This is an optimization exercise on Yosys and OpenROAD, whose aim is small area, a short achievable clock period and few clock cycles per item, not a production implementation. In this exercise RTL edits were held to simulation tests only and were not proved equivalent to the original. Power is estimated from default activity; no workload was simulated.

== onyx ==
## sorted_priority_queue
module sorted_priority_queue (
    input  logic        clk,
    input  logic        rst_n,
    input  logic        in_valid,
    output logic        in_ready,
    input  logic [2:0]  func,
    input  logic [15:0] tag,
    input  logic [15:0] prio,
    input  logic [15:0] high_bound,
    output logic        out_valid,
    input  logic        out_ready,
    output logic [2:0]  status,
    output logic [15:0] out_tag,
    output logic [15:0] out_prio,
    output logic [4:0]  removed,
    output logic [4:0]  count
);
    localparam int N = 16;
    localparam logic [2:0] FN_ENQ    = 3'd0;
    localparam logic [2:0] FN_DEQ    = 3'd1;
    localparam logic [2:0] FN_PEEK   = 3'd2;
    localparam logic [2:0] FN_GET    = 3'd3;
    localparam logic [2:0] FN_CHANGE = 3'd4;
    localparam logic [2:0] FN_RANGE  = 3'd5;
    localparam logic [2:0] FN_CLEAR  = 3'd6;
    localparam logic [2:0] ST_OK       = 3'd0;
    localparam logic [2:0] ST_TAKEN    = 3'd1;
    localparam logic [2:0] ST_EMPTY    = 3'd2;
    localparam logic [2:0] ST_NOTFOUND = 3'd3;
    localparam logic [2:0] ST_FULL     = 3'd4;
    localparam logic [2:0] ST_AMBIG    = 3'd5;
    function automatic logic [1:0] cmp16(input logic [15:0] a, input logic [15:0] b);
        logic [15:0] g1, e1;
        logic [7:0]  g2, e2;
        logic [3:0]  g3, e3;
        logic [1:0]  g4, e4;
        g1 = a & ~b;
        e1 = ~(a ^ b);
        for (int j = 0; j < 8; j++)
        begin
            g2[j] = g1[2*j+1] | (e1[2*j+1] & g1[2*j]);
            e2[j] = e1[2*j+1] & e1[2*j];
        end
        for (int j = 0; j < 4; j++)
        begin
  ...
export LEC_CHECK = 0
export CAP_MARGIN = 10
export CORE_MARGIN = 2
export CORE_UTILIZATION = 48
export SETUP_SLACK_MARGIN = 2.6
export SLEW_MARGIN = 10
create_clock -name core_clock -period 6.0 [get_ports {clk}]
run.sh (not shown) runs the stock make flow with config.mk's settings and CLKGATE_MAP_FILE= SYNTH_SCRIPT=/design/flow/synth_recipe.tcl, a recipe that flattens the netlist after the stock synthesis.
onyx: no failed stages, no open violations at the end
Testbench counts of onyx, summed over its fixed seeds: cycles 17,117, ops 16,000.
For fjord, these inputs were changed with respect to onyx:
- changing CORE_UTILIZATION from 48 to 50
- changing SETUP_SLACK_MARGIN from 2.6 to 2.7
- changing SLEW_MARGIN from 10 to 20
- changing CAP_MARGIN from 10 to 20
==> comparison <==
fjord finished end to end and its layout was clean on timing, DRC and antenna. Diff onyx -> fjord | wire length | increase of 2000 µm. Of onyx and fjord, the run reporting the lower number of global-route vias before repair was onyx. Compare onyx and fjord | synthesis-to-layout area growth higher: fjord.

* * *

Starting RTL as in the previous note.
Settings: LEC_CHECK=0, CAP_MARGIN=5, CORE_MARGIN=2, CORE_UTILIZATION=50, SETUP_SLACK_MARGIN=2.95, SLEW_MARGIN=5; clock period 6.0 ns.
Testbench counts at the start, summed over its fixed seeds: cycles 17,117, ops 16,000.
Edit:
- SETUP_SLACK_MARGIN: 2.95 -> 2.8
What happened:
- The changed run went through all stages and came out clean
- routed wire length shrinks by 7.3%
- final cell count went down by 3.1%
- maximum frequency is higher by 4.7%
- worst setup slack is better by 0.15 ns
- synthesized cell count is unchanged
- sequential share of layout area increases by 2.1 points
- hold slack stays flat
- design area went down by 7.5%
- power shrinks by 10%
- non-clock buffer count goes down by 186
- core utilization fell by 5.1 points

* * *

Setup of JK:
Starting RTL as in the previous note.
==> flow/design.v (excerpt) <==
module sorted_priority_queue (
    input  logic        clk,
    input  logic        rst_n,
    input  logic        in_valid,
    output logic        in_ready,
    input  logic [2:0]  func,
    input  logic [15:0] tag,
    input  logic [15:0] prio,
    input  logic [15:0] high_bound,
    output logic        out_valid,
    input  logic        out_ready,
    output logic [2:0]  status,
    output logic [15:0] out_tag,
    output logic [15:0] out_prio,
    output logic [4:0]  removed,
    output logic [4:0]  count
);
    localparam int N = 16;
    localparam logic [2:0] FN_ENQ    = 3'd0;
    localparam logic [2:0] FN_DEQ    = 3'd1;
    localparam logic [2:0] FN_PEEK   = 3'd2;
    localparam logic [2:0] FN_GET    = 3'd3;
    localparam logic [2:0] FN_CHANGE = 3'd4;
    localparam logic [2:0] FN_RANGE  = 3'd5;
    localparam logic [2:0] FN_CLEAR  = 3'd6;
    localparam logic [2:0] ST_OK       = 3'd0;
    localparam logic [2:0] ST_TAKEN    = 3'd1;
    localparam logic [2:0] ST_EMPTY    = 3'd2;
    localparam logic [2:0] ST_NOTFOUND = 3'd3;
    localparam logic [2:0] ST_FULL     = 3'd4;
    localparam logic [2:0] ST_AMBIG    = 3'd5;
    function automatic logic [1:0] cmp16(input logic [15:0] a, input logic [15:0] b);
        logic [15:0] g1, e1;
        logic [7:0]  g2, e2;
        logic [3:0]  g3, e3;
        logic [1:0]  g4, e4;
        g1 = a & ~b;
        e1 = ~(a ^ b);
        for (int j = 0; j < 8; j++)
        begin
            g2[j] = g1[2*j+1] | (e1[2*j+1] & g1[2*j]);
            e2[j] = e1[2*j+1] & e1[2*j];
        end
        for (int j = 0; j < 4; j++)
        begin
            g3[j] = g2[2*j+1] | (e2[2*j+1] & g2[2*j]);
            e3[j] = e2[2*j+1] & e2[2*j];
        end
        for (int j = 0; j < 2; j++)
        begin
            g4[j] = g3[2*j+1] | (e3[2*j+1] & g3[2*j]);
            e4[j] = e3[2*j+1] & e3[2*j];
        end
        cmp16 = {g4[1] | (e4[1] & g4[0]), e4[1] & e4[0]};
    endfunction
    function automatic logic [4:0] therm_count(input logic [N-1:0] t);
        logic [4:0] c;
        c[4] = t[15];
        c[3] = t[7] & ~t[15];
        c[2] = (t[3] & ~t[7]) | (t[11] & ~t[15]);
        c[1] = '0;
        c[0] = '0;
        for (int j = 0; j < 4; j++)
  ...
make LEC_CHECK=0 CAP_MARGIN=20 CORE_MARGIN=2 CORE_UTILIZATION=55 SETUP_SLACK_MARGIN=2.85 SLEW_MARGIN=20 finish   # period 6.0 ns
JK completed every stage of the flow, and the final layout passed the timing, design-rule and antenna checks.
Testbench counts of JK, summed over its fixed seeds: cycles 17,117, ops 16,000.
### JK -> MS
diff --git a/flow/config.mk b/flow/config.mk
--- a/flow/config.mk
+++ b/flow/config.mk
@@ -8,5 +8,5 @@
 export CAP_MARGIN = 20
 export CORE_MARGIN = 2
-export CORE_UTILIZATION = 55
-export SETUP_SLACK_MARGIN = 2.85
+export CORE_UTILIZATION = 50
+export SETUP_SLACK_MARGIN = 2.4
 export SLEW_MARGIN = 20
==> summary.txt <==
- Every run in the comparison, MS and JK, completed the flow with a clean layout.
- Against JK, area enclosed by the die boundary in MS rose by a little under 10%.
- Comparing layout-stage area growth over the synthesis result for MS and JK, the smaller number came from MS.
- Compared with JK, in MS clock-pin slew reported for the worst setup and hold paths after clock tree synthesis level, effective utilization at floorplan moved down.
- MS vs JK: critical path buffer and inverter count down
- From JK to MS the numbers moved as follows: final standard cell area without fillers went down by 3100 um^2, portion of the clock cycle consumed by the worst path in the final layout went up by 3.7 points.
- Taking JK as the reference point, the quantity of gates resized following cts of MS falls by 236.
- Sort MS and JK by number of clock buffer instances in the layout asc -> top: MS

-- afterwards: timing with drivers on the ports --
The results above use ideal ports. As a check the final layouts listed here were re-extracted and re-timed, cells and wires unchanged. Step 1 sets driving cells, clkbuf_16 on the clock port and buf_2 on the other inputs (assumed; they add their load-dependent delay and slew). Step 2 adds t to the input delays and takes it off the output delays; t is the mean of the earliest and latest rising clock arrival at the registers after step 1. Input paths then give back, and output paths get back, about the clock's delay inside the block. a / b / c = ideal ports / drivers / drivers and shift; a / b = the first two.
| run | shift t [ns] | slack for setup (ns) | worst slew at a driven data input, ns |
|---|---|---|---|
| onyx | 0.757 | 2.476 / 2.509 / 1.752 | 0.07 |
| fjord | 0.752 | 2.603 / 2.603 / 1.998 | 0.04 |
| the first run of note 2 | 0.762 | 2.532 / 2.532 / 1.915 | 0.04 |
| the second run of note 2 | 0.734 | 2.687 / 2.687 / 2.072 | 0.04 |
| JK | 0.735 | 2.547 / 2.547 / 2.015 | 0.05 |
| MS | 0.764 | 2.323 / 2.341 / 1.611 | 0.07 |
After both steps setup and hold are still met in every run listed. The setup slack of onyx, which loses most, moves by +0.033 ns with the drivers and by -0.724 ns with both steps.
